Background: an optimization exercise with open tools, aiming at small area, a short achievable clock period and few clock cycles per item. Do not read the settings as production practice. In this exercise RTL edits were held to simulation tests only and were not proved equivalent to the original. No activity file was given, so power comes from the tool's default toggle rates.

## run A
## tetris_color_grid
module tetris_color_grid (
    input  logic                   clk,
    input  logic                   rst_n,
    input  logic                   place,
    input  piece_pkg::piece_type_t piece_type,
    input  piece_pkg::rotation_t   rotation,
    input  grid_pkg::cell_idx_t    location,
    input  logic                   clear,
    input  grid_pkg::row_mask_t    full_rows,
    output logic                   busy,
    input  grid_pkg::cell_idx_t    read_addr,
    output piece_pkg::color_t      read_data
);
    localparam int N = grid_pkg::GRID_CELLS;
    logic                   init;
    logic                   do_place;
    grid_pkg::row_mask_t    shift_1;
    grid_pkg::row_mask_t    shift_2;
    localparam int W  = 32;
    localparam int NH = (N + W - 1) / W;
    localparam int ND = 3;
    logic [ND*NH-1:0]       row;
    logic [ND*W-1:0]        col;
    piece_pkg::color_t      wr_data;
    piece_cell_decoder decode_i (
        .en         (do_place),
        .piece_type (piece_type),
        .rotation   (rotation),
        .location   (location),
        .row        (row),
        .col        (col)
    );
    grid_update_fsm execute_i (
        .clk       (clk),
        .rst_n     (rst_n),
        .place     (place),
        .clear     (clear),
        .full_rows (full_rows),
        .busy      (busy),
        .init      (init),
        .do_place  (do_place),
        .shift_1   (shift_1),
        .shift_2   (shift_2)
    );
    assign wr_data = do_place ? piece_type : 3'd0;
  ...
Size: about 49 I/O pins.
export LEC_CHECK = 0
export CAP_MARGIN = 20
export CELL_PAD_IN_SITES_DETAIL_PLACEMENT = 1
export CORE_MARGIN = 2
export CORE_UTILIZATION = 40
export CTS_CLUSTER_DIAMETER = 80
export CTS_CLUSTER_SIZE = 24
export PLACE_DENSITY = 0.5
export SETUP_SLACK_MARGIN = 1.8
export SLEW_MARGIN = 20
export SYNTH_HIERARCHICAL = 1
create_clock -name core_clock -period 7.0 [get_ports {clk}]
standard.sh (not shown) runs the stock make flow with config.mk's settings and CLKGATE_MAP_FILE= SYNTH_SCRIPT=/design/flow/synth_recipe.tcl, a recipe that flattens the netlist after the stock synthesis.
==> flow/flow/run.sh <==
#!/bin/bash
set -euo pipefail
export BUFFER_PORTS_ARGS="-buffer_cell sky130_fd_sc_hd__buf_4"
echo 'export DONT_USE_CELLS += sky130_fd_sc_hd__a222oi_1' >> config.mk
bash standard.sh > standard.log 2>&1
Run A | stages: all done | timing, DRC, antenna: all pass
Testbench counts of run A, summed over its fixed seeds: cycles 1,039, commands 960.
Here is what was changed in the inputs of run B compared with run A.
-- flow/config.mk --
<<< run A, line 16
export SLEW_MARGIN = 20
export SYNTH_HIERARCHICAL = 1
export DONT_USE_CELLS += sky130_fd_sc_hd__a222oi_1
>>> run B, line 16
export SLEW_MARGIN = 20
export SYNTH_HIERARCHICAL = 0
export DONT_USE_CELLS += sky130_fd_sc_hd__a222oi_1
Findings:
Diff run A -> run B: routed wire length saw a decrease, number of instances in the placed design decreased 16%, multiplexer share of the synthesized area now sits higher, per-cell via count in the routed design rose 4.8%.
## Diff of input files: run C against run B
-- flow/config.mk --
<<< run B, line 8
export CAP_MARGIN = 20
export CELL_PAD_IN_SITES_DETAIL_PLACEMENT = 1
export CORE_MARGIN = 2
export CORE_UTILIZATION = 40
export CTS_CLUSTER_DIAMETER = 80
export CTS_CLUSTER_SIZE = 24
export PLACE_DENSITY = 0.5
export SETUP_SLACK_MARGIN = 1.8
>>> run C, line 8
export CAP_MARGIN = 20
export CORE_MARGIN = 2
export CORE_UTILIZATION = 65
export CTS_CLUSTER_DIAMETER = 80
export CTS_CLUSTER_SIZE = 24
export PLACE_DENSITY = 0.75
export SETUP_SLACK_MARGIN = 1.8
==> comparison <==
Summary of run C over run B: average wire per standard cell picked up an extra about 0.7%, register-to-register slack lost 0.02 ns, final critical-path required period picked up an extra 0.036 ns. Going from run B to run C, initial antenna violation count saw an increase, total area of multi-input combinational cells shows an increase of about 0.33%, critical path depth went down by 1, number of clock buffers in the layout essentially unchanged. Between run B and run C, the flow reports number of global-route vias before repair decreasing by a few percent. The lower maximum fanout count along the critical path came out of run B.
[inputs] run D vs run C
==> flow/config.mk <==
export PLATFORM = sky130hd
export DESIGN_NAME = tetris_color_grid
export DESIGN_NICKNAME = tetris_color_grid
export VERILOG_FILES = /design/flow/design.v
export SDC_FILE = /design/flow/constraint.sdc
export NUM_CORES = 4
export LEC_CHECK = 0
export CAP_MARGIN = 20
export CORE_MARGIN = 2
export CORE_UTILIZATION = 55
export CTS_CLUSTER_DIAMETER = 80
export CTS_CLUSTER_SIZE = 24
export PLACE_DENSITY = 0.65
export SETUP_SLACK_MARGIN = 1.8
export SLEW_MARGIN = 20
export SYNTH_HIERARCHICAL = 1
export DONT_USE_CELLS += sky130_fd_sc_hd__a222oi_1
### Flow results
- Going from run C to run D, post-placement cell count increased 778; clock skew essentially unchanged.
- Register-to-register slack up 0.17 ns in run D wrt run C
- Cmp run D and run C / sequential share of layout area / higher: run C
- Of run D and run C, the higher post-route minimum period belongs to run D.
- Run D vs run C: worst hold slack up in run D
- Across both runs, sum of routed wire segments on met1 was higher for run D than for run C.
- The flow did not stop early for run D: all stages ran, and the layout cleared the timing, design-rule and antenna checks.
- Run C ran to completion and came out clean on the timing, design-rule and antenna checks.
- Compared with run C, in run D routed wire length rose by 39,000 um; number of vias in the routed layout rose by 14%.
- Against run C, the final cell area of run D is higher.
### run D -> run E
-- flow/config.mk --
<<< run D, line 9
export CORE_MARGIN = 2
export CORE_UTILIZATION = 55
export CTS_CLUSTER_DIAMETER = 80
export CTS_CLUSTER_SIZE = 24
export PLACE_DENSITY = 0.65
export SETUP_SLACK_MARGIN = 1.8
export SLEW_MARGIN = 20
>>> run E, line 9
export CORE_MARGIN = 2
export CORE_UTILIZATION = 65
export CTS_CLUSTER_DIAMETER = 80
export CTS_CLUSTER_SIZE = 24
export PLACE_DENSITY = 0.75
export SETUP_SLACK_MARGIN = 2.2
export SLEW_MARGIN = 20
[summary]
Run E reports its slowest library cell on the worst path as sky130_fd_sc_hd__a22oi_2 while run D reports sky130_fd_sc_hd__nor3_2. [run E] depth of the worst register-to-register path fell 2 relative to run D. From run D to run E the numbers moved as follows: clock power now smaller; die area has decreased; total non-filler cell area in the finished layout has increased; worst path setup slack after routing grew by 0.22 ns; met3 routing resource usage after global routing grew by 4.9 points.

-- static timing again, ports no longer ideal --
In the flow no input, the clock included, has a driving cell. The finished layouts below were timed again as built, in two steps. Step 1 (the two cells are an assumption about what drives the block):
set clk [get_ports {clk}]
set_driving_cell -lib_cell sky130_fd_sc_hd__clkbuf_16 $clk
set_driving_cell -lib_cell sky130_fd_sc_hd__buf_2 [delete_from_list [all_inputs] $clk]
Step 2 times the ports against the registers' clock, not the clock port: input delays grow and output delays shrink by t, the midpoint of the rising clock arrivals with the driver on. a / b / c = no drivers / after step 1 / after step 2; a / b = the first two.
run	shift t [ns]	slack for setup (ns)	worst hold slack (ns)	slew at the worst register clock pin (ns)	worst data-port slew with drivers (ns)
run A	0.702	1.700 / 1.357 / 1.252	0.588 / 0.580 / 0.588	0.10 / 0.10	0.38
run B	0.698	1.714 / 1.307 / 1.150	0.589 / 0.584 / 0.589	0.10 / 0.10	0.47
run C	0.677	1.678 / 1.390 / 1.280	0.580 / 0.580 / 0.580	0.11 / 0.11	0.28
run D	0.680	1.642 / 1.410 / 1.104	0.599 / 0.599 / 0.599	0.10 / 0.10	0.35
run E	0.663	1.864 / 1.335 / 1.238	0.588 / 0.588 / 0.588	0.10 / 0.10	0.67
After both steps setup and hold are still met in every run listed. For run E, which loses most, drivers alone change the setup slack by -0.529 ns; drivers and shift together by -0.626 ns.
